Context: an optimization exercise on an open-source flow, tuned for small area, a short achievable clock period and few clock cycles. The choices shown serve that exercise and are no tape-out recipe.
Where RTL was checked, it was by simulation tests only, not by an equivalence proof against the original.
Only the layout flow was run in runs 2 to 6; the RTL was not checked for function there.
Power is estimated from default activity; no workload was simulated.

### design/flow/config.mk
export PLATFORM = sky130hd
export DESIGN_NAME = eth_txdma
export DESIGN_NICKNAME = eth_txdma
export VERILOG_FILES = /design/flow/design.v
export SDC_FILE = /design/flow/constraint.sdc
export NUM_CORES = 4
export LEC_CHECK = 0
export ABC_CLOCK_PERIOD_IN_PS = 2200
export CAP_MARGIN = 20
export CORE_MARGIN = 2
export CORE_UTILIZATION = 65
export CTS_CLUSTER_DIAMETER = 100
export CTS_CLUSTER_SIZE = 26
export PLACE_DENSITY = 0.72
export SETUP_SLACK_MARGIN = 2.8
export SLEW_MARGIN = 20
### design/flow/constraint.sdc
create_clock -name core_clock -period 5.0 [get_ports {clk}]
set_input_delay 1.0000 -clock core_clock [delete_from_list [all_inputs] [get_ports {clk}]]
set_output_delay 1.0000 -clock core_clock [all_outputs]
set_load 0.01 [all_outputs]
### design/flow/flow/run.sh
#!/bin/bash
# Standard layout, with plain buffers (not delay cells) on the ports: a
# size-2 buffer on each output (the flow's own buffer_ports call) and a
# size-2 buffer on each input (added before placement repair).
set -euo pipefail
export BUFFER_PORTS_ARGS="-outputs -buffer_cell sky130_fd_sc_hd__buf_2"
export PRE_RESIZE_TCL="$PWD/flow/buffer_inputs.tcl"
bash standard.sh finish > standard.log 2>&1
### design/flow/design.v
package txdma_pkg;
    typedef logic [31:0] desc_t;         
    typedef logic [31:0] addr_t;         
    typedef logic [31:0] data_t;         
    typedef logic [7:0]  byte_t;         
    typedef logic [6:0]  bd_index_t;     
    typedef logic [8:0]  tx_status_t;    
    localparam int BIT_READY  = 15;      
    localparam int BIT_IRQ    = 14;      
    localparam int BIT_WRAP   = 13;      
    localparam int BIT_PAD    = 12;
    localparam int BIT_CRC    = 11;
    localparam tx_status_t STAT_ERR_MASK = 9'h10F;
endpackage
module eth_txdma (
    input  logic                  clk,
    input  logic                  reset,
    input  logic                  tx_en,
    input  txdma_pkg::bd_index_t  max_tx_bd,
    input  logic                  bd_wait,
    input  txdma_pkg::desc_t      bd_desc,
    input  txdma_pkg::addr_t      bd_ptr,
    input  txdma_pkg::tx_status_t tx_stat,
    input  logic                  tx_stat_valid,
    output logic                  bd_read,
    output logic                  bd_write,
    output txdma_pkg::bd_index_t  bd_index,
    output txdma_pkg::desc_t      bd_writedata,
    output logic                  tx_stat_ack,
    output logic                  per_packet_pad,
    output logic                  per_packet_crc,
    output logic                  txb_irq,
    output logic                  txe_irq,
    input  logic                  av_waitrequest,
    input  txdma_pkg::data_t      av_readdata,
    input  logic                  av_readdatavalid,
    output logic                  av_read,
    output txdma_pkg::addr_t      av_address,
    input  logic                  tx_ack,
    output txdma_pkg::byte_t      tx_data,
    output logic                  tx_dv,
    output logic                  tx_sop,
    output logic                  tx_eop
);
    localparam int DEPTH   = 7;                  
    localparam int FIFO_AW = 3;                  
    logic        st_rd;                  
    logic        st_dma;                 
    logic        st_wr;                  
    logic [15:0] len;                    
    logic [5:0]  flags;                  
    txdma_pkg::tx_status_t stat;         
    logic        take;
    logic        wr_ok;
    logic        stat_err;
    assign bd_read     = st_rd;
    assign bd_write    = st_wr;
    assign take        = st_rd & ~bd_wait & bd_desc[txdma_pkg::BIT_READY];
    assign wr_ok       = st_wr & ~bd_wait;
    assign stat_err    = |(stat & txdma_pkg::STAT_ERR_MASK);
    assign bd_writedata   = {len, 1'b0, flags, stat};
    assign per_packet_pad = flags[txdma_pkg::BIT_PAD - 9];
    assign per_packet_crc = flags[txdma_pkg::BIT_CRC - 9];
    always_ff @(posedge clk or posedge reset) begin
        if (reset) begin
            st_rd       <= 1'b0;
            st_dma      <= 1'b0;
            st_wr       <= 1'b0;
            tx_stat_ack <= 1'b0;
            txb_irq     <= 1'b0;
            txe_irq     <= 1'b0;
            bd_index    <= '0;
        end else begin
            tx_stat_ack <= st_dma & tx_stat_valid & ~tx_stat_ack;
            txb_irq     <= wr_ok & flags[txdma_pkg::BIT_IRQ - 9] & ~stat_err;
            txe_irq     <= wr_ok & flags[txdma_pkg::BIT_IRQ - 9] & stat_err;
            if (tx_en & ~st_rd & ~st_dma & ~st_wr) begin
                st_rd <= 1'b1;
            end
            if (take) begin
                st_rd  <= 1'b0;
                st_dma <= 1'b1;
            end
            if (tx_stat_ack) begin
                st_dma <= 1'b0;
                st_wr  <= 1'b1;
            end
            if (wr_ok) begin
                st_wr <= 1'b0;
                st_rd <= 1'b1;
                if (flags[txdma_pkg::BIT_WRAP - 9] || bd_index == max_tx_bd) begin
                    bd_index <= '0;
                end else begin
                    bd_index <= bd_index + 7'd1;
                end
            end
        end
    end
    always_ff @(posedge clk) begin
        if (take) begin
            len   <= bd_desc[31:16];
            flags <= bd_desc[14:9];
        end
    end
    logic [29:0]        addr;            
    logic [13:0]        wcnt;            
    logic               more;            
    logic               more_nx;         
    logic [2:0]         occ;             
    logic               full_nx;         
    logic               rd_ok;
    logic               pop;
    assign av_address = {addr, 2'b00};
    assign rd_ok      = av_read & ~av_waitrequest;
    assign more_nx    = more & ((|wcnt[13:1]) | (wcnt[0] & (|len[1:0])) | ~rd_ok);
    assign full_nx    = ((occ == 3'(DEPTH)) & ~(pop & ~rd_ok)) | ((occ == 3'(DEPTH - 1)) & rd_ok & ~pop);
    always_ff @(posedge clk or posedge reset) begin
        if (reset) begin
            occ     <= '0;
            av_read <= 1'b0;
            more    <= 1'b0;
        end else begin
            av_read <= take | (st_dma & more_nx & ~full_nx);
            more    <= take | more_nx;
            if (rd_ok & ~pop) begin
                occ <= occ + 3'd1;
            end else if (pop & ~rd_ok) begin
                occ <= occ - 3'd1;
            end
        end
    end
    always_ff @(posedge clk) begin
        if (take) begin
            addr <= bd_ptr[31:2];
            wcnt <= bd_desc[31:18];
        end else if (rd_ok) begin
            addr <= addr + 30'd1;
            wcnt <= wcnt - 14'd1;
        end else if (tx_stat_ack) begin
            wcnt[8:0] <= tx_stat;
        end
    end
    assign stat = wcnt[8:0];
    txdma_pkg::data_t   mem [DEPTH];
    logic [FIFO_AW-1:0] wptr;
    logic [DEPTH-1:0]   rsel;            
    txdma_pkg::data_t   head;
    logic [2:0]         stored;          
    always_ff @(posedge clk or posedge reset) begin
        if (reset) begin
            wptr   <= '0;
            rsel   <= DEPTH'(1);
            stored <= '0;
        end else begin
            if (av_readdatavalid) begin
                wptr <= (wptr == FIFO_AW'(DEPTH - 1)) ? '0 : wptr + 1'b1;
            end
            if (pop) begin
                rsel <= {rsel[DEPTH-2:0], rsel[DEPTH-1]};
            end
            if (av_readdatavalid & ~pop) begin
                stored <= stored + 3'd1;
            end else if (pop & ~av_readdatavalid) begin
                stored <= stored - 3'd1;
            end
        end
    end
    always_ff @(posedge clk) begin
        if (av_readdatavalid) mem[wptr] <= av_readdata;
    end
    always_comb begin
        head = '0;
        for (int i = 0; i < DEPTH; i++) begin
            head = head | (mem[i] & {32{rsel[i]}});
        end
    end
    logic [31:0] cw;                     
    logic [1:0]  lane;                   
    logic        cw_final;               
    logic        first;                  
    logic        final_w;                
    logic        shift;
    assign tx_data = cw[7:0];
    assign final_w = ~more & (occ == 3'd1);
    assign shift   = tx_dv & tx_ack & ~tx_eop & (lane != 2'd3);
    assign pop     = (|stored) & (~tx_dv | (tx_ack & (lane == 2'd3)));
    always_ff @(posedge clk or posedge reset) begin
        if (reset) begin
            tx_dv <= 1'b0;
        end else if (pop) begin
            tx_dv <= 1'b1;
        end else if (tx_ack & (tx_eop | (lane == 2'd3))) begin
            tx_dv <= 1'b0;
        end
    end
    always_ff @(posedge clk) begin
        if (take) begin
            first <= 1'b1;
        end else if (pop) begin
            first <= 1'b0;
        end
        if (pop) begin
            cw       <= head;
            lane     <= 2'd0;
            cw_final <= final_w;
            tx_sop   <= first;
            tx_eop   <= final_w & (len[1:0] == 2'd1);
        end else if (shift) begin
            cw[23:0] <= cw[31:8];
            lane     <= lane + 2'd1;
            tx_sop   <= 1'b0;
            tx_eop   <= cw_final & (lane == len[1:0] - 2'd2);
        end
    end
endmodule
### design/flow/standard.sh
#!/bin/bash
# synth_recipe.tcl (not shown) runs the flow's synth.tcl, then flattens the netlist and writes it again
# the make line also repeats each setting of config.mk as NAME=value (left out here)
make -C /OpenROAD-flow-scripts/flow DESIGN_CONFIG=/design/flow/config.mk WORK_HOME=/design/flow/orfs CLKGATE_MAP_FILE= SYNTH_SCRIPT=/design/flow/synth_recipe.tcl "${@:-finish}"
### design/flow/flow/buffer_inputs.tcl
# Buffer the input ports; the flow's own buffer_ports call buffered the outputs.
buffer_ports -inputs -buffer_cell sky130_fd_sc_hd__buf_2
==> results of run 1 <==
## worst register-to-register path: cells and delay by family (launching register included)
kind | cells | cell delay [ns]
XOR/XNOR | 1 | 0.11
buffers and inverters | 1 | 0.18
AO/OA/AOI/OAI | 1 | 0.10
flip-flops | 1 | 0.42
AND/OR/NAND/NOR | 3 | 1.05
## flip-flops by register name, summed over array words and instances, names as in the netlist, 2 cells and up
signal / flops
addr: 30
bd_index: 7
cw: 32
flags: 6
lane: 2
len: 16
mem: 224
occ: 3
rsel: 7
stored: 3
wcnt: 14
wptr: 3
## cells by family (layout without fill, tap and decap cells)
kind of cell	count (synthesis)	count (layout)	synth area share, %
flip-flops	360	360	74.0
AND/OR/NAND/NOR	241	243	8.18
AO/OA/AOI/OAI	205	205	10.3
buffers and inverters	83	278	2.75
XOR/XNOR	52	52	3.17
adder cells (fa/ha/maj)	13	13	1.17
multiplexers	6	6	0.445
other	1	3	0.0261
## area by class of cell
cell class | instances | area share (%)
clock buffer | 22 | 2.71
clock inverter | 2 | 0.237
inverter | 13 | 0.450
multi-input combinational | 522 | 21.3
sequential | 360 | 64.9
tap | 280 | 2.14
timing repair buffer | 241 | 8.28
## power groups by stage
stage	registers, uW	logic (uW)	clock network, uW
4_1_cts	4380	1780	1570
5_1_grt	4410	2110	1660
3_5_place_dp	4490	1650	0
2_1_floorplan	4450	1100	0
6_report	4360	1910	1540
3_3_place_gp	4470	1540	0
## per-layer routing
layer  part of all wire (%)  track usage, %  vias to the layer above
met1                     40            35.6                     4403
met5                      0               0                        -
met4                    2.1            7.85                        0
met2                     50            43.7                      451
li1                       -               -                     4073
met3                    8.4            3.41                       44
## metrics by stage
| stage | power, uW | cell area (um2) | cells | worst slack [ns] |
|---|---|---|---|---|
| floorplan | 5550 | 14500 | 963 | 2.56 |
| global placement | 6010 | 15000 | 1269 | 1.92 |
| detailed placement | 6140 | 15500 | 1377 | 1.74 |
| CTS | 7720 | 16100 | 1413 | 2.70 |
| global route | 8180 | 16400 | 1440 | 2.79 |
| finish | 7810 | 16400 | 1440 | 2.84 |
## cell usage after synthesis, types with 2 or more instances
cell type / n
a21o_1: 2
a21oi_1: 12
a221oi_1: 24
a222oi_1: 32
a22o_1: 27
a22oi_1: 16
a31oi_1: 26
and2_1: 2
and3_1: 11
buf_1: 3
buf_4: 22
clkbuf_1: 45
dfrtp_1: 31
dfxtp_1: 3
edfxtp_1: 325
ha_1: 11
inv_1: 12
mux2_2: 3
mux2i_1: 3
nand2_1: 97
nand2b_1: 4
nand3_1: 24
nand3b_1: 2
nand4_1: 9
nor2_1: 54
nor2b_1: 7
nor3_1: 11
nor3b_1: 2
nor4_1: 5
nor4_4: 3
o21ai_0: 60
o31ai_1: 2
or3_1: 2
xnor2_1: 30
xor2_1: 22
## what timing repair did
item                                    CTS  global route
resized for setup                         9             6
cloned                                    1             1
endpoints found under the setup margin  184            78
pin swaps                                 1             2
setup buffers                            11            25
## worst paths after layout
kind                                          from                 endpoint  slack (ns)  cells past startpoint
worst max-delay path              len[1]$_DFFE_PP_         bd_writedata[17]        2.84                      1
worst min-delay path            first$_SDFFE_PP1P_       first$_SDFFE_PP1P_        0.46                      2
worst max register to register   wcnt[6]$_DFFE_PP_       wcnt[13]$_DFFE_PP_        2.90                      6
worst min register to register  first$_SDFFE_PP1P_       first$_SDFFE_PP1P_        0.46                      2
max in group asynchronous                    reset      rsel[0]$_DFFE_PP1P_        4.10                      3
min in group asynchronous                    reset  bd_index[6]$_DFFE_PP0P_        0.57                      3
## cells in the final DEF (no fill, tap or decap), drive strengths merged, types with 3 or more instances in the layout
cell type / instances
a221oi: 24
a22o: 27
nor2: 55
a21oi: 12
and3: 12
a222oi: 32
xnor2: 30
nor2b: 7
edfxtp: 325
nand2b: 4
dfxtp: 3
dfrtp: 31
mux2i: 3
nand4: 10
ha: 11
nor3: 12
nand2: 97
buf: 241
clkbuf: 22
o21ai: 60
a31oi: 26
nor4: 8
a22oi: 16
mux2: 3
conb: 3
inv: 13
xor2: 22
nand3: 25
==> flow_metrics.tcl, run 1 <==
set metrics [dict create \
    synth_edf_count 325 \
    rsz0062_at_grt "no" \
    gp_congestion 0.794 \
    grt_start_max_net_pins 64 \
    diodes 0 \
    dieArea_um2 23300 \
    worstPathCellList "buf_2" \
    fin_crit_sh_pct 43.2 \
    drive_above_1_share_pct 25.9 \
    area_growth_pct 14.2 \
    yosysSeqAreaShare_pct 74.0 \
    seqPwrFrac_pct 55.8 \
    core_um2 21800 \
    htree_levels 1 \
    io_pins 210 \
    slowest_delay_ns 0.48 \
    synth_area_um2 14400 \
    final.min_clock_period_ns 2.16 \
    fillers 1350 \
    dieHeight_um 153 \
    maxSlewViolCount 0 \
    vias 8971 \
    drc 0 \
    worst_pin_slew_ns 1.01 \
    grt_first_pass_wirelength_um 47100 \
    p_leak_uw 0.00582 \
    multi_input_area_um2 3490 \
    skew_ns 0.0153 \
    hold_buffers 0 \
    peakVddDrop_mv 0.345 \
    synthCells 961 \
    seq_area_um2 10600 \
    slowest_stage "edfxtp_1" \
    initial_core_util_pct 66.0 \
    critPathKind "flop to output port" \
    combPwrFrac_pct 24.5 \
    tritoncts "built" \
    drt-initial-drc-count 735 \
    max-slew-margin-rel_pct 32.7 \
    row_count 54 \
    fin_tns_setup_ns 0 \
    synth_top_cell_area_share_pct 68.0 \
    clk_pin_slew_ns 0.10 \
    yosysTopAreaCell "edfxtp_1" \
    clkPwrFrac_pct 19.7 \
    cp_top_family "flip-flops" \
    start_kind "flop" \
    drtAntennaViolNets 0 \
    async_flop_share_pct 8.89 \
    synth.distinct_cells 52 \
    cap_viol_max_count 0 \
    cp-end-kind "output port" \
    via_per_inst 6.23 \
    ys.flop_type "edfxtp_1" \
    final_util_pct 75.3 \
    dieWidth_um 153 \
    antenna_found_initial 0 \
    power_density_nw_per_um2 477 \
    status "complete, no violations" \
    fin_hold_ws_ns 0.465 \
    clock_sink_count 360 \
    critPathRequiredTime_ns 4.00 \
    cp.arrival_ns 1.16 \
    dp_hpwl_um 17900 \
    max_freq_mhz 463 \
    ys_ff_latch 360 \
    grt_pass1_vias 8627 \
    synth_area_leaders "edfxtp_1 (68%), dfrtp_1 (5.4%), nand2_1 (2.5%)" \
    drtPass1Iterations 8 \
    cts_buffers 17 \
    numPortBuffers 87 \
    synth.avg_cell_area_um2 14.9 \
    grt-ovfl-total 0 \
    fin_nets 1287 \
    cts_max_path_buffers 3 \
    p_int_uw 5450 \
    avgRoutedWirePerCell_um 21.8 \
    cp_max_fo 4 \
    hold_viol_final 0 \
    ys_warn_count 1 \
    clk_latency_ns 0.51 \
    cts-root-buf "clkbuf_16" \
    switching_share_pct 30.2 \
    grtUsageTotal_pct 25.8 \
    routed_wl_um 31400 \
    setup_violations 0 \
    switchingPower_uw 2360 \
    hold_class "flop to flop" \
    path_buf_inv 1 \
]
Testbench counts, summed over its fixed seeds: cycles 204,684.
==> run 2: changes to the inputs <==
--- a/design/flow/design.v
+++ b/design/flow/design.v
@@ -12,7 +12,9 @@
     localparam int BIT_CRC    = 11;
     localparam tx_status_t STAT_ERR_MASK = 9'h10F;
 endpackage
-module eth_txdma (
+module eth_txdma #(
+    parameter int DEPTH = 7                       
+) (
     input  logic                  clk,
     input  logic                  reset,
     input  logic                  tx_en,
@@ -42,7 +44,6 @@
     output logic                  tx_sop,
     output logic                  tx_eop
 );
-    localparam int DEPTH   = 7;                  
     localparam int FIFO_AW = 3;                  
     logic        st_rd;                  
     logic        st_dma;                 
@@ -96,8 +97,11 @@
             end
         end
     end
-    always_ff @(posedge clk) begin
-        if (take) begin
+    always_ff @(posedge clk or posedge reset) begin
+        if (reset) begin
+            len   <= '0;
+            flags <= '0;
+        end else if (take) begin
             len   <= bd_desc[31:16];
             flags <= bd_desc[14:9];
         end
@@ -129,12 +133,21 @@
             end
         end
     end
-    always_ff @(posedge clk) begin
-        if (take) begin
+    always_ff @(posedge clk or posedge reset) begin
+        if (reset) begin
+            addr <= '0;
+        end else if (take) begin
             addr <= bd_ptr[31:2];
+        end else if (rd_ok) begin
+            addr <= addr + 30'd1;
+        end
+    end
+    always_ff @(posedge clk or posedge reset) begin
+        if (reset) begin
+            wcnt <= '0;
+        end else if (take) begin
             wcnt <= bd_desc[31:18];
         end else if (rd_ok) begin
-            addr <= addr + 30'd1;
             wcnt <= wcnt - 14'd1;
         end else if (tx_stat_ack) begin
             wcnt[8:0] <= tx_stat;
@@ -174,13 +187,12 @@
             head = head | (mem[i] & {32{rsel[i]}});
         end
     end
-    logic [31:0] cw;                     
+    logic [31:8] cw;                     
     logic [1:0]  lane;                   
     logic        cw_final;               
     logic        first;                  
     logic        final_w;                
     logic        shift;
-    assign tx_data = cw[7:0];
     assign final_w = ~more & (occ == 3'd1);
     assign shift   = tx_dv & tx_ack & ~tx_eop & (lane != 2'd3);
     assign pop     = (|stored) & (~tx_dv | (tx_ack & (lane == 2'd3)));
@@ -200,16 +212,27 @@
             first <= 1'b0;
         end
         if (pop) begin
-            cw       <= head;
+            cw       <= head[31:8];
             lane     <= 2'd0;
             cw_final <= final_w;
-            tx_sop   <= first;
-            tx_eop   <= final_w & (len[1:0] == 2'd1);
         end else if (shift) begin
-            cw[23:0] <= cw[31:8];
+            cw[23:8] <= cw[31:16];
             lane     <= lane + 2'd1;
-            tx_sop   <= 1'b0;
-            tx_eop   <= cw_final & (lane == len[1:0] - 2'd2);
+        end
+    end
+    always_ff @(posedge clk or posedge reset) begin
+        if (reset) begin
+            tx_data <= '0;
+            tx_sop  <= 1'b0;
+            tx_eop  <= 1'b0;
+        end else if (pop) begin
+            tx_data <= head[7:0];
+            tx_sop  <= first;
+            tx_eop  <= final_w & (len[1:0] == 2'd1);
+        end else if (shift) begin
+            tx_data <= cw[15:8];
+            tx_sop  <= 1'b0;
+            tx_eop  <= cw_final & (lane == len[1:0] - 2'd2);
         end
     end
 endmodule
==> design/flow/flow/run.sh (replaced) <==
#!/bin/bash
# Standard layout, with plain buffers (not delay cells) on the ports.
set -euo pipefail
export BUFFER_PORTS_ARGS="-buffer_cell sky130_fd_sc_hd__buf_2"
bash standard.sh finish > standard.log 2>&1
--- a/design/flow/config.mk
+++ b/design/flow/config.mk
@@ -12,5 +12,5 @@
 export CTS_CLUSTER_DIAMETER = 100
 export CTS_CLUSTER_SIZE = 26
 export PLACE_DENSITY = 0.72
-export SETUP_SLACK_MARGIN = 2.8
+export SETUP_SLACK_MARGIN = 2.95
 export SLEW_MARGIN = 20
removed: design/flow/flow/buffer_inputs.tcl
==> run 2 against run 1 <==
Still clean on timing, DRC and antenna. Power grew 11%. Die area is 0.29% higher. Via count grew 10%. Critical endpoint is now av_address[16]. Largest cell class unchanged.
==> flow_metrics.tcl, run 2 <==
set metrics [dict create \
    dieWidth_um 153 \
    worst_pin_slew_ns 0.898 \
    htree_levels 1 \
    critPathKind "flop to output port" \
    row_count 54 \
    ys_ff_latch 360 \
    start_kind "flop" \
    top_register "mem" \
    layout_commonest_cell "edfxtp_1" \
    rsz0062_at_grt "yes" \
    synth_edf_count 249 \
    power_density_nw_per_um2 503 \
    fin_tns_setup_ns 0 \
    via_per_inst 6.10 \
    worstPathCellList "buf_2" \
    yosysSeqAreaShare_pct 71.1 \
    io_pins 210 \
    core_um2 21800 \
    cp_top_family "flip-flops" \
    p_leak_uw 0.00673 \
    synthCells 1074 \
    max-slew-margin-rel_pct 40.2 \
    synth_top_cell_area_share_pct 51.9 \
    vias 9909 \
    dp_cells 1491 \
    synth_area_leaders "edfxtp_1 (52%), dfrtp_1 (19%), nand2_1 (4.5%)" \
    final.min_clock_period_ns 2.11 \
    largest_reg_flops 224 \
    drtAntennaViolNets 0 \
    peakVddDrop_mv 0.382 \
    numPortBuffers 195 \
    antenna_found_initial 1 \
    synth.distinct_cells 59 \
    path_buf_inv 1 \
    cp-end-kind "output port" \
    drc 0 \
    critPathRequiredTime_ns 4.00 \
    hold_viol_final 0 \
    max_freq_mhz 474 \
    drtPass1Iterations 7 \
    grt_first_pass_wirelength_um 51500 \
    cts_max_path_buffers 3 \
    grt_pass1_vias 9416 \
    skew_ns 0.0240 \
    cap_viol_max_count 0 \
    drive_above_1_share_pct 30.0 \
    initial_core_util_pct 66.2 \
    hold_class "flop to flop" \
    mostFrequentLayoutCells "edfxtp_1 (249), nand2_1 (170), buf_2 (167)" \
    yosysMostFrequentCell "edfxtp_1" \
    synth_area_um2 14400 \
    status "complete, no violations" \
    async_flop_share_pct 30.0 \
    final_area_um2 17300 \
    reg_top3 "mem (224), addr (30), cw (24)" \
    slowest_stage "dfrtp_1" \
    clock_sink_count 360 \
    grt_start_max_net_pins 109 \
    dieHeight_um 153 \
    cp_max_fo 4 \
    dieArea_um2 23400 \
    fin_nets 1465 \
    synth.avg_cell_area_um2 13.4 \
    tritoncts "built" \
    yosys-top-cells-count "edfxtp_1 (249), nand2_1 (173), dfrtp_1 (107)" \
    yosysTopAreaCell "edfxtp_1" \
    cp.arrival_ns 1.11 \
    avgRoutedWirePerCell_um 20.8 \
    dp_hpwl_um 18700 \
    gp_congestion 0.787 \
    clk_latency_ns 0.52 \
    cts_buffers 17 \
    place_area_um2 15700 \
    grtUsageTotal_pct 28.0 \
    drt-initial-drc-count 851 \
    grt-ovfl-total 0 \
    fin_crit_sh_pct 42.2 \
    ys_warn_count 1 \
    setup_violations 0 \
    area_growth_pct 20.1 \
    slowest_delay_ns 0.44 \
    maxSlewViolCount 0 \
    hold_buffers 0 \
    cts-root-buf "clkbuf_16" \
    layout.cells.non_filler 1625 \
    routed_wl_um 33800 \
    ys.flop_type "edfxtp_1" \
    clk_pin_slew_ns 0.10 \
]
run 2: cell count changes in the layout (fill, tap and decap cells not counted), sizes merged, moves of 6 or more:
cell | before | now
a21oi | 12 | 18
a221oi | 24 | 16
a22oi | 16 | 32
buf | 241 | 308
clkbuf | 22 | 29
dfrtp | 31 | 107
edfxtp | 325 | 249
nand2 | 97 | 173
nand3 | 25 | 36
nor2 | 55 | 63
run 2: logic make-up after synthesis:
kind of cell	share of synthesized area, %
XOR/XNOR	3.04
adder cells (fa/ha/maj)	1.09
AND/OR/NAND/NOR	10.7
buffers and inverters	2.59
AO/OA/AOI/OAI	11.0
multiplexers	0.443
flip-flops	71.1
other	0.0260
run 2: final cells by class:
| type | instances | area, um2 |
|---|---|---|
| Antenna cell | 1 | 2.50 |
| Clock buffer | 29 | 492 |
| Clock inverter | 1 | 8.76 |
| Fill cell | 1248 | 4460 |
| Inverter | 13 | 57.6 |
| Multi-Input combinational cell | 633 | 4050 |
| Sequential cell | 360 | 10300 |
| Tap cell | 280 | 350 |
| Timing Repair Buffer | 308 | 2050 |
run 2: power by group:
| part | internal [uW] | total, uW | switching, uW |
|---|---|---|---|
| clock | 685 | 1570 | 880 |
| sequential | 3950 | 4300 | 356 |
| combinational | 1270 | 2820 | 1550 |
run 2: through the flow:
| stage | worst slack, ns | utilization (%) | total power (uW) | hold slack [ns] |
|---|---|---|---|---|
| after global routing | 2.86 | 79.5 | 9110 | 0.503 |
| after global placement | 2.02 | 72.3 | 6400 | 0.425 |
| after detailed placement | 1.94 | 72.3 | 6480 | 0.441 |
| after CTS | 2.89 | 78.0 | 8480 | 0.455 |
| after floorplan | 2.64 | - | 5720 | 0.413 |
| final | 2.89 | 79.5 | 8690 | 0.465 |
run 2: path summary, 6_finish.rpt:
check,start,endpoint,slack (ns),cells past startpoint
setup / recovery,addr[14]$_DFFE_PP0P_,av_address[16],2.89,1
hold / removal,first$_SDFFE_PP1P_,tx_sop$_DFFE_PP0P_,0.47,2
setup reg to reg,lane[0]$_SDFFE_PP0P_,stored[1]$_DFFE_PP0P_,2.99,8
hold reg to reg,first$_SDFFE_PP1P_,tx_sop$_DFFE_PP0P_,0.47,2
max in group asynchronous,reset,addr[7]$_DFFE_PP0P_,3.83,3
min in group asynchronous,reset,flags[0]$_DFFE_PP0P_,0.61,3
run 2: layer usage:
metal | part of all wire, % | track usage, % | wire length [um]
met5 | 0 | 0 | 0
met4 | 1.8 | 7.28 | 619
met3 | 8.5 | 3.60 | 2870
met2 | 50 | 48.1 | 16900
met1 | 40 | 38.8 | 13400
run 2: repair_timing:
| action | CTS | global route |
|---|---|---|
| setup buffers | 70 | 30 |
| pin swaps | 5 | 4 |
| resized for setup | 56 | 14 |
| setup endpoints to repair | 226 | 123 |
| gates cloned | 2 | 0 |
==> run 3: changes to the inputs <==
--- a/design/flow/config.mk
+++ b/design/flow/config.mk
@@ -12,5 +12,5 @@
 export CTS_CLUSTER_DIAMETER = 100
 export CTS_CLUSTER_SIZE = 26
 export PLACE_DENSITY = 0.72
-export SETUP_SLACK_MARGIN = 2.95
+export SETUP_SLACK_MARGIN = 2.8
 export SLEW_MARGIN = 20
==> run 3 against run 2 <==
Clock power barely moved. Flip-flop and latch count is the same. Still clean on timing, DRC and antenna. Largest cell class unchanged. Highest routed layer is now met5. Global-route usage decreased by 0.63 points. Area after synthesis stayed put. Sequential power is 4% higher. Worst hold slack got worse by 0.021 ns. First-iteration DRC count down 10%. Count of clock-buffer cells in the layout decreased by 2.
==> flow_metrics.tcl, run 3 <==
set metrics [dict create \
    largest_reg_flops 224 \
    cts_buffers 17 \
    ys.flop_type "edfxtp_1" \
    clock_sink_count 360 \
    fin_tns_setup_ns 0 \
    grt_pass1_vias 9187 \
    routed_wl_um 32200 \
    cp-end-kind "output port" \
    grt-ovfl-total 0 \
    tritoncts "built" \
    clk_pin_slew_ns 0.10 \
    final.min_clock_period_ns 2.21 \
    drtAntennaViolNets 0 \
    slowest_delay_ns 0.50 \
    area_growth_pct 13.4 \
    avgRoutedWirePerCell_um 21.1 \
    layout_commonest_cell "edfxtp_1" \
    fin_crit_sh_pct 44.2 \
    path_buf_inv 1 \
    start_kind "flop" \
    final_area_um2 16300 \
    dieHeight_um 153 \
    r2r_setup_slack_ns 2.97 \
    cp_max_fo 6 \
    worstPathCellList "buf_2" \
    antenna_found_initial 1 \
    hold_viol_final 0 \
    synth_area_um2 14400 \
    place_area_um2 15700 \
    hold_depth 2 \
    critPathRequiredTime_ns 4.00 \
    cp_top_family "flip-flops" \
    cts_max_path_buffers 3 \
    dieArea_um2 23400 \
    synth_area_leaders "edfxtp_1 (52%), dfrtp_1 (19%), nand2_1 (4.5%)" \
    reg_top3 "mem (224), addr (30), cw (24)" \
    hold_class "flop to flop" \
    vias 9487 \
    peakVddDrop_mv 0.381 \
    yosys.area_share.adder_pct 1.09 \
    drt-initial-drc-count 765 \
    final_util_pct 75.0 \
    skew_ns 0.00727 \
    synth-simple-area-share_pct 10.7 \
    fillers 1437 \
    cap_viol_max_count 0 \
    synth_edf_count 249 \
    synth-compound-area-share_pct 11.0 \
    yosysSeqAreaShare_pct 71.1 \
    synthCells 1074 \
    numPortBuffers 195 \
    power_density_nw_per_um2 492 \
    grtUsageTotal_pct 27.4 \
    core_um2 21800 \
    drc 0 \
    drtPass1Iterations 5 \
    cts-root-buf "clkbuf_16" \
    grt_start_max_net_pins 109 \
    mostFrequentLayoutCells "edfxtp_1 (249), buf_2 (195), nand2_1 (171)" \
    max_freq_mhz 452 \
    synth_top_cell_area_share_pct 51.9 \
    dp_hpwl_um 19300 \
    io_pins 210 \
    ys_warn_count 1 \
    fin_hold_ws_ns 0.444 \
    rr_endpoint "mem[6][1]$_DFFE_PP_" \
    clk_latency_ns 0.51 \
    place_ws_ns 1.90 \
    yosys-top-cells-count "edfxtp_1 (249), nand2_1 (173), dfrtp_1 (107)" \
    gp_congestion 0.793 \
    setup_violations 0 \
    critPathKind "flop to output port" \
    setup_slack_ns 2.79 \
    top_register "mem" \
    drive_above_1_share_pct 23.5 \
    muxShareOfSynthArea_pct 0.443 \
    hold_path_end "tx_sop$_DFFE_PP0P_" \
    rsz0062_at_grt "yes" \
    htree_levels 1 \
    fin_nets 1372 \
    r2r_start "wptr[0]$_DFFE_PP0P_" \
    yosysMostFrequentCell "edfxtp_1" \
    synth.avg_cell_area_um2 13.4 \
    min_from "first$_SDFFE_PP1P_" \
    slowest_stage "dfrtp_1" \
    yosysTopAreaCell "edfxtp_1" \
    async_flop_share_pct 30.0 \
    max-slew-margin-rel_pct 24.8 \
    dieWidth_um 153 \
    cp.arrival_ns 1.21 \
    worst_pin_slew_ns 1.13 \
    synth.distinct_cells 59 \
    p_leak_uw 0.00619 \
    synthXorXnorAreaFrac_pct 3.04 \
    initial_core_util_pct 66.2 \
    status "complete, no violations" \
    r2r_cells 3 \
    via_per_inst 6.20 \
    row_count 54 \
    ys_ff_latch 360 \
    maxSlewViolCount 0 \
    synth_top_family_by_area "compound AO/OA/AOI/OAI gates" \
    grt_first_pass_wirelength_um 50300 \
]
-- run 3: changes by cell type in the layout (fill, tap and decap cells not counted), sizes merged --
cell / before / now
a21o: 4 / 3
buf: 308 / 215
clkbuf: 29 / 27
nand3b: 4 / 5
bufinv: 0 / 1
-- run 3: metal layers --
layer,routed length [um],vias up,global-route usage (%)
li1,-,4353,-
met1,12900,4649,37.8
met2,16000,422,45.3
met3,2600,61,4.59
met4,800,2,9.13
met5,7,-,0
-- run 3: layout make-up --
class	count	area (um2)	area share, %
antenna	1	2.50	0.0153
timing repair buffer	215	1140	7.00
clock inverter	2	38.8	0.238
multi-input combinational	633	3990	24.5
sequential	360	10300	62.9
clock buffer	27	463	2.84
inverter	13	60.1	0.368
tap	280	350	2.15
-- run 3: timing repair --
action,CTS,global route
resized for setup,9,19
setup buffers,1,6
cloned,1,1
pin swaps,1,2
setup endpoints to repair,108,98
hold buffers,0,0
-- run 3: kinds of logic (layout without fill, tap and decap cells) --
kind of cell	count (synthesis)	count (layout)
flops	360	360
fa+ha+maj	12	12
simple gates	339	341
xor+xnor	50	50
buf+inv	85	257
mux	6	6
other cells	1	4
compound gates	221	221
-- run 3: report_power, final --
group | internal [uW] | total (uW) | switching [uW] | leakage (uW)
sequential | 3950 | 4460 | 515 | 0.00361
combinational | 771 | 2010 | 1240 | 0.00234
clock | 702 | 1560 | 858 | 0.000240
-- run 3: worst max path at each step --
stage / startpoint / to / depth (start not counted)
floorplan: av_readdatavalid / mem[0][0]$_DFFE_PP_ / 2
global placement: tx_ack / occ[1]$_DFFE_PP0P_ / 8
detailed placement: tx_ack / occ[1]$_DFFE_PP0P_ / 8
CTS: lane[0]$_SDFFE_PP0P_ / occ[1]$_DFFE_PP0P_ / 8
global route: st_rd$_DFFE_PP0P_ / bd_read / 1
finish: st_rd$_DFFE_PP0P_ / bd_read / 1
-- run 3: stage by stage --
stage,total power [uW],instances
finish,8030,1531
global route,8460,1530
CTS,8030,1523
detailed placement,6490,1492
global placement,6400,1492
floorplan,5710,1076
==> run 4: changes to the inputs <==
--- a/design/flow/design.v
+++ b/design/flow/design.v
@@ -50,7 +50,7 @@
     logic        st_wr;                  
     logic [15:0] len;                    
     logic [5:0]  flags;                  
-    txdma_pkg::tx_status_t stat;         
+    txdma_pkg::tx_status_t stat;
     logic        take;
     logic        wr_ok;
     logic        stat_err;
@@ -101,23 +101,29 @@
         if (reset) begin
             len   <= '0;
             flags <= '0;
-        end else if (take) begin
-            len   <= bd_desc[31:16];
-            flags <= bd_desc[14:9];
+            stat  <= '0;
+        end else begin
+            if (st_rd) begin
+                len   <= bd_desc[31:16];
+                flags <= bd_desc[14:9];
+            end
+            if (tx_stat_ack) begin
+                stat <= tx_stat;
+            end
         end
     end
     logic [29:0]        addr;            
     logic [13:0]        wcnt;            
     logic               more;            
     logic               more_nx;         
-    logic [2:0]         occ;             
+    logic [DEPTH-1:0]   occ;             
     logic               full_nx;         
     logic               rd_ok;
     logic               pop;
     assign av_address = {addr, 2'b00};
     assign rd_ok      = av_read & ~av_waitrequest;
     assign more_nx    = more & ((|wcnt[13:1]) | (wcnt[0] & (|len[1:0])) | ~rd_ok);
-    assign full_nx    = ((occ == 3'(DEPTH)) & ~(pop & ~rd_ok)) | ((occ == 3'(DEPTH - 1)) & rd_ok & ~pop);
+    assign full_nx    = (occ[DEPTH-1] & ~(pop & ~rd_ok)) | (occ[DEPTH-2] & rd_ok & ~pop);
     always_ff @(posedge clk or posedge reset) begin
         if (reset) begin
             occ     <= '0;
@@ -127,75 +133,63 @@
             av_read <= take | (st_dma & more_nx & ~full_nx);
             more    <= take | more_nx;
             if (rd_ok & ~pop) begin
-                occ <= occ + 3'd1;
+                occ <= {occ[DEPTH-2:0], 1'b1};
             end else if (pop & ~rd_ok) begin
-                occ <= occ - 3'd1;
+                occ <= {1'b0, occ[DEPTH-1:1]};
             end
         end
     end
     always_ff @(posedge clk or posedge reset) begin
         if (reset) begin
             addr <= '0;
-        end else if (take) begin
+        end else if (st_rd) begin
             addr <= bd_ptr[31:2];
         end else if (rd_ok) begin
             addr <= addr + 30'd1;
         end
     end
-    always_ff @(posedge clk or posedge reset) begin
-        if (reset) begin
-            wcnt <= '0;
-        end else if (take) begin
+    always_ff @(posedge clk) begin
+        if (st_rd) begin
             wcnt <= bd_desc[31:18];
         end else if (rd_ok) begin
             wcnt <= wcnt - 14'd1;
-        end else if (tx_stat_ack) begin
-            wcnt[8:0] <= tx_stat;
-        end
-    end
-    assign stat = wcnt[8:0];
+        end
+    end
     txdma_pkg::data_t   mem [DEPTH];
     logic [FIFO_AW-1:0] wptr;
-    logic [DEPTH-1:0]   rsel;            
-    txdma_pkg::data_t   head;
-    logic [2:0]         stored;          
+    logic [FIFO_AW-1:0] rptr;
+    logic [DEPTH-1:0]   stored;          
     always_ff @(posedge clk or posedge reset) begin
         if (reset) begin
             wptr   <= '0;
-            rsel   <= DEPTH'(1);
+            rptr   <= '0;
             stored <= '0;
         end else begin
             if (av_readdatavalid) begin
                 wptr <= (wptr == FIFO_AW'(DEPTH - 1)) ? '0 : wptr + 1'b1;
             end
             if (pop) begin
-                rsel <= {rsel[DEPTH-2:0], rsel[DEPTH-1]};
+                rptr <= (rptr == FIFO_AW'(DEPTH - 1)) ? '0 : rptr + 1'b1;
             end
             if (av_readdatavalid & ~pop) begin
-                stored <= stored + 3'd1;
+                stored <= {stored[DEPTH-2:0], 1'b1};
             end else if (pop & ~av_readdatavalid) begin
-                stored <= stored - 3'd1;
+                stored <= {1'b0, stored[DEPTH-1:1]};
             end
         end
     end
     always_ff @(posedge clk) begin
         if (av_readdatavalid) mem[wptr] <= av_readdata;
     end
-    always_comb begin
-        head = '0;
-        for (int i = 0; i < DEPTH; i++) begin
-            head = head | (mem[i] & {32{rsel[i]}});
-        end
-    end
-    logic [31:8] cw;                     
+    logic [23:0] cw;                     
     logic [1:0]  lane;                   
     logic        cw_final;               
     logic        first;                  
     logic        final_w;                
     logic        shift;
-    assign final_w = ~more & (occ == 3'd1);
+    assign final_w = ~more & occ[0] & ~occ[1];
     assign shift   = tx_dv & tx_ack & ~tx_eop & (lane != 2'd3);
-    assign pop     = (|stored) & (~tx_dv | (tx_ack & (lane == 2'd3)));
+    assign pop     = stored[0] & (~tx_dv | (tx_ack & (lane == 2'd3)));
     always_ff @(posedge clk or posedge reset) begin
         if (reset) begin
             tx_dv <= 1'b0;
@@ -205,6 +199,21 @@
             tx_dv <= 1'b0;
         end
     end
+    always_ff @(posedge clk or posedge reset) begin
+        if (reset) begin
+            tx_data <= '0;
+            tx_sop  <= 1'b0;
+            tx_eop  <= 1'b0;
+        end else if (pop) begin
+            tx_data <= mem[rptr][7:0];
+            tx_sop  <= first;
+            tx_eop  <= final_w & (len[1:0] == 2'd1);
+        end else if (shift) begin
+            tx_data <= cw[7:0];
+            tx_sop  <= 1'b0;
+            tx_eop  <= cw_final & (lane == len[1:0] - 2'd2);
+        end
+    end
     always_ff @(posedge clk) begin
         if (take) begin
             first <= 1'b1;
@@ -212,27 +221,12 @@
             first <= 1'b0;
         end
         if (pop) begin
-            cw       <= head[31:8];
+            cw       <= mem[rptr][31:8];
             lane     <= 2'd0;
             cw_final <= final_w;
         end else if (shift) begin
-            cw[23:8] <= cw[31:16];
+            cw[15:0] <= cw[23:8];
             lane     <= lane + 2'd1;
         end
     end
-    always_ff @(posedge clk or posedge reset) begin
-        if (reset) begin
-            tx_data <= '0;
-            tx_sop  <= 1'b0;
-            tx_eop  <= 1'b0;
-        end else if (pop) begin
-            tx_data <= head[7:0];
-            tx_sop  <= first;
-            tx_eop  <= final_w & (len[1:0] == 2'd1);
-        end else if (shift) begin
-            tx_data <= cw[15:8];
-            tx_sop  <= 1'b0;
-            tx_eop  <= cw_final & (lane == len[1:0] - 2'd2);
-        end
-    end
 endmodule
--- a/design/flow/config.mk
+++ b/design/flow/config.mk
@@ -8,9 +8,8 @@
 export ABC_CLOCK_PERIOD_IN_PS = 2200
 export CAP_MARGIN = 20
 export CORE_MARGIN = 2
-export CORE_UTILIZATION = 65
+export CORE_UTILIZATION = 45
 export CTS_CLUSTER_DIAMETER = 100
-export CTS_CLUSTER_SIZE = 26
-export PLACE_DENSITY = 0.72
+export CTS_CLUSTER_SIZE = 30
 export SETUP_SLACK_MARGIN = 2.8
 export SLEW_MARGIN = 20
==> run 4 against run 3 <==
Still clean. Via count fell by 1.2%. Combinational power rose by 75%. Sequential power rose by 7.4%. Worst setup slack got worse by 0.067 ns. Utilization fell by 23 points. Synthesized cell count rose by 2.0%. Cell count rose by 14%. Design area rose by 10%. Clock power barely moved. Largest cell class unchanged. Clock skew rose by 0.0015 ns.
==> flow_metrics.tcl, run 4 <==
set metrics [dict create \
    drc 0 \
    path_buf_inv 3 \
    p_leak_uw 0.00670 \
    critPathKind "flop to output port" \
    initial_core_util_pct 45.4 \
    cap_viol_max_count 0 \
    area_growth_pct 15.3 \
    synth.avg_cell_area_um2 14.2 \
    yosys.area_share.adder_pct 0.562 \
    layout_commonest_cell "edfxtp_1" \
    grt_first_pass_wirelength_um 52700 \
    final.min_clock_period_ns 2.28 \
    synth_area_leaders "edfxtp_1 (51%), dfrtp_1 (17%), mux4_2 (4.6%)" \
    synth_top_cell_area_share_pct 50.6 \
    avgRoutedWirePerCell_um 19.2 \
    drtPass1Iterations 4 \
    start_kind "flop" \
    cts-root-buf "clkbuf_16" \
    grt_pass1_vias 9178 \
    seq_area_um2 10700 \
    peakVddDrop_mv 0.313 \
    worst_pin_slew_ns 0.681 \
    core_um2 34400 \
    grt_start_max_net_pins 57 \
    synth_top_family_by_area "multiplexers" \
    final_area_um2 18000 \
    max-slew-margin-rel_pct 54.6 \
    power_density_nw_per_um2 549 \
    async_flop_share_pct 28.7 \
    synth-simple-area-share_pct 9.12 \
    vias 9374 \
    skew_ns 0.00873 \
    fin_tns_setup_ns 0 \
    dp_hpwl_um 20600 \
    yosys-top-cells-count "edfxtp_1 (263), nand2_1 (127), o21ai_0 (113)" \
    yosysSeqAreaShare_pct 68.2 \
    ys.flop_type "edfxtp_1" \
    drive_above_1_share_pct 28.0 \
    clock_sink_count 373 \
    top_register "mem" \
    synth-compound-area-share_pct 7.21 \
    synth_edf_count 263 \
    drt-initial-drc-count 732 \
    grtUsageTotal_pct 18.7 \
    hold_class "flop to flop" \
    multi_input_area_um2 4730 \
    row_count 68 \
    numPortBuffers 195 \
    cp_max_fo 2 \
    place_area_um2 17100 \
    status "complete, no violations" \
    drtAntennaViolNets 0 \
    cts_max_path_buffers 3 \
    synth_area_um2 15600 \
    critPathRequiredTime_ns 4.00 \
    io_pins 210 \
    rsz0062_at_grt "yes" \
    cts_buffers 16 \
    mostFrequentLayoutCells "edfxtp_1 (263), buf_2 (194), nand2_1 (125)" \
    slowest_delay_ns 0.42 \
    maxSlewViolCount 0 \
    fillers 2952 \
    worstPathCellList "buf_6 > buf_12 > buf_6" \
    synthXorXnorAreaFrac_pct 1.91 \
    crit_top_cell "buf_6" \
    cp_top_family "flip-flops" \
    grt-ovfl-total 0 \
    tritoncts "built" \
    layout.cells.non_filler 1751 \
    cp.arrival_ns 1.28 \
    hold_viol_final 0 \
    synth.distinct_cells 60 \
    cp-end-kind "output port" \
    largest_reg_flops 224 \
    ys_warn_count 1 \
    yosysTopAreaCell "edfxtp_1" \
    clk_pin_slew_ns 0.11 \
    htree_levels 1 \
    clk_latency_ns 0.52 \
    yosysMostFrequentCell "edfxtp_1" \
    reg_top3 "mem (224), addr (30), cw (24)" \
    setup_violations 0 \
    ys_ff_latch 373 \
    dp_cells 1701 \
    dieArea_um2 36200 \
    r2r_setup_slack_ns 2.93 \
    fin_nets 1412 \
    routed_wl_um 33700 \
    antenna_found_initial 4 \
    max_freq_mhz 439 \
    dieWidth_um 190 \
    slowest_stage "dfrtp_2" \
    dieHeight_um 190 \
    synthCells 1096 \
    muxShareOfSynthArea_pct 10.5 \
    fin_crit_sh_pct 45.6 \
    gp_congestion 0.788 \
    via_per_inst 5.35 \
]
==> run 4: cell types whose count changed in the layout (fill, tap and decap cells not counted), moves of 15 or more <==
cell      delta
a221oi_1    -16
a222oi_1    -32
a22o_1      -22
a22oi_1     -32
mux2_2      +24
mux2i_1     +58
mux4_2      +32
nand2_1     -46
nand3_1     -16
nor2_1      -20
o21ai_0     +64
or4_1       +15
==> run 4: final cells by class <==
cell class	count	share of cell area, %
Clock inverter	2	0.0974
Clock buffer	26	2.61
Multi-Input combinational cell	639	26.3
Timing Repair Buffer	231	7.86
Antenna cell	1	0.0139
Inverter	24	0.613
Sequential cell	373	59.4
Tap cell	455	3.17
==> run 4: power by group <==
part	leakage (uW)	internal [uW]	switching (uW)
combinational	0.00277	1570	1950
clock	0.000235	664	911
sequential	0.00370	4190	595
==> run 4: worst paths after layout <==
path	start	to	cells past startpoint
max	st_rd$_DFFE_PP0P_	bd_read	3
min	stat[8]$_DFFE_PP0P_	txb_irq$_DFF_PP0_	1
max reg2reg	rptr[1]$_DFFE_PP0N_	cw[10]$_DFFE_PP_	4
min reg2reg	stat[8]$_DFFE_PP0P_	txb_irq$_DFF_PP0_	1
max in group asynchronous	reset	addr[26]$_DFFE_PP0P_	3
min in group asynchronous	reset	stat[5]$_DFFE_PP0P_	2
==> run 4: logic make-up after synthesis <==
group / after synthesis
simple gates: 280
xor+xnor: 34
fa+ha+maj: 7
mux: 120
compound gates: 195
flops: 373
buf+inv: 86
other cells: 1
==> run 4: worst reg2reg max path, cell delays in order, from the launching register on <==
cell     delay, ns
dfrtp_4       0.69
buf_8         0.39
mux4_2        0.37
mux2i_1       0.26
o21ai_0       0.11
==> run 4: layer usage <==
| metal | GRT usage, % | up-vias | share of wire [%] |
|---|---|---|---|
| li1 | - | 4492 | - |
| met1 | 26.0 | 4643 | 44 |
| met2 | 32.0 | 202 | 50 |
| met3 | 2.69 | 33 | 4.7 |
| met4 | 3.13 | 4 | 1.3 |
| met5 | 0 | - | 0.056 |
==> run 4: through the flow <==
step | hold WS [ns] | util [%] | total power [uW] | worst slack [ns]
final | 0.475 | 52.3 | 9880 | 2.72
after global routing | 0.499 | 52.3 | 10500 | 2.69
after CTS | 0.479 | 52.0 | 9990 | 2.67
after detailed placement | 0.466 | 49.8 | 8100 | 1.66
after global placement | 0.458 | 49.8 | 8030 | 1.70
after floorplan | 0.439 | - | 7000 | 2.64
==> run 4: repair_timing <==
item                                    in CTS  in global routing
gates resized for setup                     18                 19
endpoints found under the setup margin     115                 57
pin swaps                                    1                  1
hold buffers                                 0                  0
cloned                                       3                  0
buffers inserted                            11                  7
==> run 5: changes to the inputs <==
--- a/design/flow/config.mk
+++ b/design/flow/config.mk
@@ -11,5 +11,5 @@
 export CORE_UTILIZATION = 45
 export CTS_CLUSTER_DIAMETER = 100
 export CTS_CLUSTER_SIZE = 30
-export SETUP_SLACK_MARGIN = 2.8
+export SETUP_SLACK_MARGIN = 3.1
 export SLEW_MARGIN = 20
==> run 5 against run 4 <==
Critical path type unchanged. Count of clock-buffer cells in the layout fell by 1. Worst hold slack improved by 0.016 ns. First-iteration DRC count fell by 4.1%. Flip-flop and latch count did not move. Cell count rose by 6.7%. Non-clock buffer count rose by 107. Fmax rose by 3.1%. Clock power barely moved. Largest cell class unchanged. Largest power group is now combinational cells. Worst setup slack improved by 0.069 ns. Register-to-register slack improved by 0.13 ns. Power rose by 11%.
==> flow_metrics.tcl, run 5 <==
set metrics [dict create \
    combPwrFrac_pct 43.3 \
    ys_ff_latch 373 \
    path_buf_inv 2 \
    switchingPower_uw 3850 \
    max_freq_mhz 452 \
    dp_cells 1701 \
    synth.avg_cell_area_um2 14.2 \
    fin_crit_sh_pct 44.2 \
    r2r_start "addr[7]$_DFFE_PP0P_" \
    core_um2 34400 \
    crit_path_end "bd_read" \
    slowest_delay_ns 0.45 \
    worstPathCellList "buf_12 > buf_6" \
    final.min_clock_period_ns 2.21 \
    async_flop_share_pct 28.7 \
    clk_pin_slew_ns 0.11 \
    switching_share_pct 35.1 \
    r2r_setup_slack_ns 3.06 \
    power_density_nw_per_um2 565 \
    peakVddDrop_mv 0.357 \
    routed_wl_um 37400 \
    synth_area_um2 15600 \
    antenna_found_initial 5 \
    largest_reg_flops 224 \
    start_kind "flop" \
    initial_core_util_pct 45.4 \
    mostFrequentLayoutCells "edfxtp_1 (263), buf_2 (163), nand2_1 (122)" \
    reg_top3 "mem (224), addr (30), cw (24)" \
    drive_above_1_share_pct 35.6 \
    p_leak_uw 0.00741 \
    cp_top_family "flip-flops" \
    fin_nets 1529 \
    maxSlewViolCount 0 \
    synthCells 1096 \
    yosys-top-cells-count "edfxtp_1 (263), nand2_1 (127), o21ai_0 (113)" \
    place_area_um2 17200 \
    fin_tns_setup_ns 0 \
    slowest_stage "dfrtp_2" \
    cp_max_fo 6 \
    io_pins 210 \
    max-slew-margin-rel_pct 57.2 \
    tritoncts "built" \
    dieArea_um2 36200 \
    synth_area_leaders "edfxtp_1 (51%), dfrtp_1 (17%), mux4_2 (4.6%)" \
    clock_sink_count 373 \
    cap_viol_max_count 0 \
    setup_violations 0 \
    worst_pin_slew_ns 0.638 \
    dieWidth_um 190 \
    htree_levels 1 \
    hold_class "flop to flop" \
    grtUsageTotal_pct 19.8 \
    gp_congestion 0.788 \
    layout.cells.non_filler 1869 \
    yosysTopAreaCell "edfxtp_1" \
    grt_pass1_vias 9713 \
    drt-initial-drc-count 702 \
    critPathKind "flop to output port" \
    synth.distinct_cells 60 \
    r2r_cells 7 \
    vias 10100 \
    clkPwrFrac_pct 14.3 \
    skew_ns 0.0250 \
    numPortBuffers 195 \
    grt_first_pass_wirelength_um 55300 \
    drtAntennaViolNets 0 \
    cp.arrival_ns 1.21 \
    via_per_inst 5.38 \
    cts_max_path_buffers 3 \
    ys.flop_type "edfxtp_1" \
    critPathRequiredTime_ns 4.00 \
    drc 0 \
    dp_hpwl_um 20900 \
    hold_buffers 0 \
    cts-root-buf "clkbuf_16" \
    row_count 68 \
    p_int_uw 7120 \
    yosysSeqAreaShare_pct 68.2 \
    avgRoutedWirePerCell_um 20.0 \
    top_register "mem" \
    drtPass1Iterations 5 \
    layout_commonest_cell "edfxtp_1" \
    hold_viol_final 0 \
    synth_edf_count 263 \
    rsz0062_at_grt "yes" \
    cp-end-kind "output port" \
    seqPwrFrac_pct 42.4 \
    area_growth_pct 24.5 \
    clk_latency_ns 0.54 \
    ys_warn_count 1 \
    hold_depth 2 \
    dieHeight_um 190 \
    grt_start_max_net_pins 108 \
    yosysMostFrequentCell "edfxtp_1" \
    grt-ovfl-total 0 \
    synth_top_cell_area_share_pct 50.6 \
    final_area_um2 19400 \
    rr_endpoint "addr[22]$_DFFE_PP0P_" \
    cts_buffers 16 \
    status "complete, no violations" \
    startpoint "st_rd$_DFFE_PP0P_" \
    crit_cells 2 \
]
==> run 5: cell counts after synthesis <==
Identical to the previous run, type by type.
==> run 5: per-stage QoR <==
step | utilization, % | setup WS [ns] | total power (uW) | hold WS, ns
2_1_floorplan | - | 2.64 | 7070 | 0.438
3_3_place_gp | 50.0 | 2.07 | 8070 | 0.455
3_5_place_dp | 50.0 | 2.07 | 8140 | 0.470
4_1_cts | 54.5 | 2.72 | 10600 | 0.488
6_report | 56.5 | 2.79 | 11000 | 0.492
5_1_grt | 56.5 | 2.75 | 11600 | 0.525
==> run 5: area by class of cell <==
cell class,count,area (um2)
Multi-Input combinational cell,647,4960
Timing Repair Buffer,338,2580
Clock buffer,25,444
Inverter,24,136
Sequential cell,373,10700
Tap cell,455,569
Antenna cell,2,5.00
Timing Repair inverter,2,18.8
Fill cell,2800,15000
Clock inverter,3,33.8
==> run 5: how the worst min path moves through the flow <==
| stage | to | slack, ns | startpoint |
|---|---|---|---|
| final | tx_sop$_DFFE_PP0P_ | 0.49 | first$_SDFFE_PP1N_ |
| after global routing | tx_sop$_DFFE_PP0P_ | 0.53 | first$_SDFFE_PP1N_ |
| after CTS | tx_sop$_DFFE_PP0P_ | 0.49 | first$_SDFFE_PP1N_ |
| after detailed placement | tx_sop$_DFFE_PP0P_ | 0.47 | first$_SDFFE_PP1N_ |
| after global placement | tx_sop$_DFFE_PP0P_ | 0.46 | first$_SDFFE_PP1N_ |
| after floorplan | tx_sop$_DFFE_PP0P_ | 0.44 | first$_SDFFE_PP1N_ |
==> run 5: worst reg2reg max path: stages, from the launching register on <==
cell     delay [ns]
dfrtp_1        0.41
buf_6          0.12
buf_6          0.08
and4_4         0.29
buf_4          0.14
nand4_2        0.14
or4_1          0.51
a31oi_1        0.18
==> run 5: timing repair <==
item	in CTS	in global routing
cloned	7	9
buffers inserted	76	46
setup endpoints to repair	300	227
pin swaps	6	13
resized for setup	82	48
==> run 5: power groups by stage <==
stage	Combinational [uW]	Sequential, uW	Clock (uW)
2_1_floorplan	2300	4770	0
3_3_place_gp	3150	4920	0
3_5_place_dp	3200	4950	0
4_1_cts	4300	4650	1620
5_1_grt	5150	4730	1720
6_report	4750	4650	1570
==> run 5: cells by family (layout without fill, tap and decap cells) <==
kind of cell	after synthesis	in the layout	synth area share, %
DFF	373	373	68.2
and+or+nand+nor	280	288	9.12
AOI/OAI and AO/OA	195	195	7.21
muxes	120	120	10.5
buffers and inverters	86	392	2.49
xor gates and xnor gates	34	34	1.91
adders and majority gates	7	7	0.562
other	1	5	0.0240
==> run 5: layer usage <==
layer | track usage, % | share of wire [%] | vias up
li1 | - | - | 4738
met1 | 26.5 | 43 | 5013
met2 | 34.2 | 50 | 262
met3 | 3.03 | 5.3 | 37
met4 | 4.35 | 1.8 | 4
met5 | 0 | 0.080 | -
==> run 6: changes to the inputs <==
--- a/design/flow/design.v
+++ b/design/flow/design.v
@@ -97,20 +97,10 @@
             end
         end
     end
-    always_ff @(posedge clk or posedge reset) begin
-        if (reset) begin
-            len   <= '0;
-            flags <= '0;
-            stat  <= '0;
-        end else begin
-            if (st_rd) begin
-                len   <= bd_desc[31:16];
-                flags <= bd_desc[14:9];
-            end
-            if (tx_stat_ack) begin
-                stat <= tx_stat;
-            end
-        end
+    always_ff @(posedge clk) begin
+        len   <= ({16{take}} & bd_desc[31:16]) | ({16{~take}} & len);
+        flags <= ({6{take}} & bd_desc[14:9]) | ({6{~take}} & flags);
+        stat  <= ({9{tx_stat_ack}} & tx_stat) | ({9{~tx_stat_ack}} & stat);
     end
     logic [29:0]        addr;            
     logic [13:0]        wcnt;            
@@ -139,17 +129,13 @@
             end
         end
     end
-    always_ff @(posedge clk or posedge reset) begin
-        if (reset) begin
-            addr <= '0;
-        end else if (st_rd) begin
-            addr <= bd_ptr[31:2];
-        end else if (rd_ok) begin
-            addr <= addr + 30'd1;
-        end
-    end
-    always_ff @(posedge clk) begin
-        if (st_rd) begin
+    logic [29:0] addr_inc;
+    logic [29:0] addr_nx;
+    assign addr_inc = addr + 30'd1;
+    assign addr_nx  = ({30{rd_ok}} & addr_inc) | ({30{~rd_ok}} & addr);
+    always_ff @(posedge clk) begin
+        addr <= ({30{take}} & bd_ptr[31:2]) | ({30{~take}} & addr_nx);
+        if (take) begin
             wcnt <= bd_desc[31:18];
         end else if (rd_ok) begin
             wcnt <= wcnt - 14'd1;
@@ -157,19 +143,20 @@
     end
     txdma_pkg::data_t   mem [DEPTH];
     logic [FIFO_AW-1:0] wptr;
-    logic [FIFO_AW-1:0] rptr;
+    logic [DEPTH-1:0]   rsel;            
+    txdma_pkg::data_t   head;
     logic [DEPTH-1:0]   stored;          
     always_ff @(posedge clk or posedge reset) begin
         if (reset) begin
             wptr   <= '0;
-            rptr   <= '0;
+            rsel   <= DEPTH'(1);
             stored <= '0;
         end else begin
             if (av_readdatavalid) begin
                 wptr <= (wptr == FIFO_AW'(DEPTH - 1)) ? '0 : wptr + 1'b1;
             end
             if (pop) begin
-                rptr <= (rptr == FIFO_AW'(DEPTH - 1)) ? '0 : rptr + 1'b1;
+                rsel <= {rsel[DEPTH-2:0], rsel[DEPTH-1]};
             end
             if (av_readdatavalid & ~pop) begin
                 stored <= {stored[DEPTH-2:0], 1'b1};
@@ -181,12 +168,26 @@
     always_ff @(posedge clk) begin
         if (av_readdatavalid) mem[wptr] <= av_readdata;
     end
-    logic [23:0] cw;                     
+    always_comb begin
+        head = '0;
+        for (int i = 0; i < DEPTH; i++) begin
+            head = head | (mem[i] & {32{rsel[i]}});
+        end
+    end
+    logic [31:8] cw;                     
     logic [1:0]  lane;                   
     logic        cw_final;               
     logic        first;                  
     logic        final_w;                
     logic        shift;
+    logic [7:0]  data_nx;
+    logic        sop_nx;
+    logic        eop_nx;
+    assign data_nx = ({8{pop}} & head[7:0]) | ({8{shift}} & cw[15:8]) | ({8{~pop & ~shift}} & tx_data);
+    assign sop_nx  = (pop & first) | (~pop & ~shift & tx_sop);
+    assign eop_nx  = (pop & final_w & (len[1:0] == 2'd1))
+                   | (shift & cw_final & (lane == len[1:0] - 2'd2))
+                   | (~pop & ~shift & tx_eop);
     assign final_w = ~more & occ[0] & ~occ[1];
     assign shift   = tx_dv & tx_ack & ~tx_eop & (lane != 2'd3);
     assign pop     = stored[0] & (~tx_dv | (tx_ack & (lane == 2'd3)));
@@ -199,33 +200,21 @@
             tx_dv <= 1'b0;
         end
     end
-    always_ff @(posedge clk or posedge reset) begin
-        if (reset) begin
-            tx_data <= '0;
-            tx_sop  <= 1'b0;
-            tx_eop  <= 1'b0;
-        end else if (pop) begin
-            tx_data <= mem[rptr][7:0];
-            tx_sop  <= first;
-            tx_eop  <= final_w & (len[1:0] == 2'd1);
-        end else if (shift) begin
-            tx_data <= cw[7:0];
-            tx_sop  <= 1'b0;
-            tx_eop  <= cw_final & (lane == len[1:0] - 2'd2);
-        end
-    end
     always_ff @(posedge clk) begin
         if (take) begin
             first <= 1'b1;
         end else if (pop) begin
             first <= 1'b0;
         end
+        tx_data <= data_nx;
+        tx_sop  <= sop_nx;
+        tx_eop  <= eop_nx;
         if (pop) begin
-            cw       <= mem[rptr][31:8];
+            cw       <= head[31:8];
             lane     <= 2'd0;
             cw_final <= final_w;
         end else if (shift) begin
-            cw[15:0] <= cw[23:8];
+            cw[23:8] <= cw[31:16];
             lane     <= lane + 2'd1;
         end
     end
--- a/design/flow/config.mk
+++ b/design/flow/config.mk
@@ -8,8 +8,9 @@
 export ABC_CLOCK_PERIOD_IN_PS = 2200
 export CAP_MARGIN = 20
 export CORE_MARGIN = 2
-export CORE_UTILIZATION = 45
+export CORE_UTILIZATION = 65
 export CTS_CLUSTER_DIAMETER = 100
-export CTS_CLUSTER_SIZE = 30
-export SETUP_SLACK_MARGIN = 3.1
+export CTS_CLUSTER_SIZE = 26
+export PLACE_DENSITY = 0.72
+export SETUP_SLACK_MARGIN = 2.8
 export SLEW_MARGIN = 20
==> run 6 against run 5 <==
Combinational power decreased by 67%. Cell count decreased by 21%. Design area decreased by 13%. Utilization increased by 20 points. Highest routed layer unchanged. Still clean on timing, DRC and antenna.
==> flow_metrics.tcl, run 6 <==
set metrics [dict create \
    switching_share_pct 29.0 \
    dieWidth_um 154 \
    fillers 1358 \
    grt-ovfl-total 0 \
    critPathRequiredTime_ns 4.00 \
    yosysSeqAreaShare_pct 75.0 \
    cp_top_family "flip-flops" \
    drc 0 \
    skew_ns 0.0256 \
    via_per_inst 6.22 \
    synth.avg_cell_area_um2 15.1 \
    clock_sink_count 377 \
    hold_path_end "first$_SDFFE_PP1N_" \
    cp-end-kind "output port" \
    place_ws_ns 1.88 \
    maxSlewViolCount 0 \
    clk_latency_ns 0.51 \
    r2r_cells 6 \
    row_count 54 \
    mostFrequentLayoutCells "edfxtp_1 (323), buf_2 (195), nand2_1 (107)" \
    grtUsageTotal_pct 26.7 \
    antenna_found_initial 3 \
    peakVddDrop_mv 0.334 \
    grt_start_max_net_pins 44 \
    dieHeight_um 154 \
    initial_core_util_pct 66.7 \
    fin_nets 1305 \
    cp_max_fo 3 \
    cp.arrival_ns 1.17 \
    cts_max_path_buffers 3 \
    crit_cells 1 \
    grt_pass1_vias 8868 \
    hold_viol_final 0 \
    path_buf_inv 1 \
    fin_tns_setup_ns 0 \
    routed_wl_um 32500 \
    synthCells 973 \
    vias 9143 \
    synth_area_um2 14700 \
    drive_above_1_share_pct 25.8 \
    numPortBuffers 195 \
    cts-root-buf "clkbuf_16" \
    grt_first_pass_wirelength_um 48900 \
    hold_class "flop to flop" \
    yosys-top-cells-count "edfxtp_1 (323), nand2_1 (110), o21ai_0 (49)" \
    p_int_uw 5460 \
    cts_buffers 18 \
    final.min_clock_period_ns 2.17 \
    critPathKind "flop to output port" \
    io_pins 210 \
    max_freq_mhz 461 \
    synth_area_leaders "edfxtp_1 (66%), dfrtp_1 (6.7%), nand2_1 (2.8%)" \
    hold_buffers 0 \
    yosysMostFrequentCell "edfxtp_1" \
    core_um2 22000 \
    dieArea_um2 23800 \
    area_growth_pct 14.8 \
    drtPass1Iterations 7 \
    seqPwrFrac_pct 58.2 \
    setup_slack_ns 2.83 \
    min_from "first$_SDFFE_PP1N_" \
    hold_depth 2 \
    drt-initial-drc-count 774 \
    power_density_nw_per_um2 457 \
    worst_pin_slew_ns 0.937 \
    drtAntennaViolNets 0 \
    p_leak_uw 0.00597 \
    start_kind "flop" \
    fin_crit_sh_pct 43.4 \
    setup_violations 0 \
    clkPwrFrac_pct 21.1 \
    ys_warn_count 1 \
    ys_ff_latch 377 \
    max-slew-margin-rel_pct 37.5 \
    htree_levels 1 \
    switchingPower_uw 2230 \
    tritoncts "built" \
    synth_top_cell_area_share_pct 66.2 \
    status "complete, no violations" \
    slowest_stage "edfxtp_1" \
    worstPathCellList "buf_2" \
    synth_edf_count 323 \
    cap_viol_max_count 0 \
    rsz0062_at_grt "yes" \
    dp_hpwl_um 19000 \
    slowest_delay_ns 0.48 \
    yosysTopAreaCell "edfxtp_1" \
    ys.flop_type "edfxtp_1" \
    avgRoutedWirePerCell_um 22.1 \
    synth.distinct_cells 55 \
    r2r_setup_slack_ns 2.88 \
    clk_pin_slew_ns 0.10 \
    gp_congestion 0.797 \
    layout_commonest_cell "edfxtp_1" \
    combPwrFrac_pct 20.7 \
    async_flop_share_pct 10.6 \
]
## run 6: worst max path at each step
stage                startpoint             endpoint  slack (ns)
2_1_floorplan  av_readdatavalid  mem[2][0]$_DFFE_PP_        2.62
3_3_place_gp     av_waitrequest                 flop        1.93
3_5_place_dp     av_waitrequest                 flop        1.88
4_1_cts                    flop     bd_writedata[17]        2.80
5_1_grt                    flop       av_address[15]        2.80
6_report                   flop       av_address[15]        2.83
## run 6: layout make-up
class | count | area [um2] | area share, %
flip-flops and latches | 377 | 11000 | 65.3
multi-input cells | 531 | 3580 | 21.3
repair buffers | 236 | 1300 | 7.73
clock buffers | 31 | 520 | 3.09
well taps | 280 | 350 | 2.08
inverters | 14 | 62.6 | 0.372
clock inverters | 1 | 16.3 | 0.0967
diodes | 1 | 2.50 | 0.0149
## run 6: cells by family (layout without fill, tap and decap cells)
kind of cell | after synthesis | count (layout) | share of synthesized area (%)
DFF | 377 | 377 | 75.0
and+or+nand+nor | 242 | 244 | 7.93
AOI/OAI and AO/OA | 215 | 215 | 10.7
buffers and inverters | 69 | 282 | 1.90
xor gates and xnor gates | 48 | 48 | 2.87
muxes | 14 | 14 | 0.974
adders and majority gates | 7 | 7 | 0.598
other | 1 | 4 | 0.0256
## run 6: stage by stage
stage,cells,total power (uW),util [%],hold WS (ns),area (um2)
3_3_place_gp,1407,5960,72.9,0.457,16000
4_1_cts,1452,7660,75.9,0.470,16700
6_report,1471,7690,76.6,0.469,16800
5_1_grt,1471,8040,76.6,0.505,16800
2_1_floorplan,975,5420,-,0.423,14900
3_5_place_dp,1407,6020,72.9,0.456,16000
## run 6: what timing repair did
item,in CTS,in global routing
setup endpoints to repair,119,89
pin swaps,1,3
buffers inserted,12,17
cloned,1,1
resized for setup,6,7
## run 6: power by group through the flow
stage	logic, uW	clock network [uW]	registers [uW]
2_1_floorplan	868	0	4550
3_3_place_gp	1410	0	4550
3_5_place_dp	1440	0	4580
4_1_cts	1520	1650	4490
5_1_grt	1760	1750	4530
6_report	1590	1620	4480
## run 6: metal layers
| layer | up-vias | wire [um] | global-route usage (%) |
|---|---|---|---|
| met5 | - | 13 | 0 |
| met4 | 2 | 743 | 8.14 |
| met3 | 53 | 2730 | 4.09 |
| met2 | 426 | 16100 | 45.7 |
| met1 | 4465 | 12900 | 36.1 |
| li1 | 4197 | - | - |

==> afterwards: timing with drivers on the ports <==
In the flow no input, the clock included, has a driving cell. The finished layouts below were timed again as built, in two steps.
Step 1 assumes that a clkbuf_16 drives the clock port and a buf_2 every other input.
Step 2 also shifts input and output timing later by t, the mid clock arrival at the registers, as if the neighbouring blocks saw the same clock.
Three values: no drivers, after step 1, after step 2; two values: the first two.
| run | t (ns) | slack for setup (ns) | worst register clock-pin slew, ns |
|---|---|---|---|
| run 1 | 0.552 | 2.838 / 2.791 / 2.384 | 0.11 / 0.11 |
| run 2 | 0.560 | 2.891 / 2.842 / 2.394 | 0.11 / 0.11 |
| run 3 | 0.552 | 2.788 / 2.742 / 2.329 | 0.10 / 0.10 |
| run 4 | 0.562 | 2.721 / 2.671 / 2.312 | 0.11 / 0.11 |
| run 5 | 0.579 | 2.789 / 2.736 / 2.618 | 0.11 / 0.11 |
| run 6 | 0.548 | 2.829 / 2.780 / 2.406 | 0.10 / 0.10 |
After both steps setup and hold are still met in every run listed. The setup slack of run 2, which loses most, moves by -0.049 ns with the drivers and by -0.497 ns with both steps.
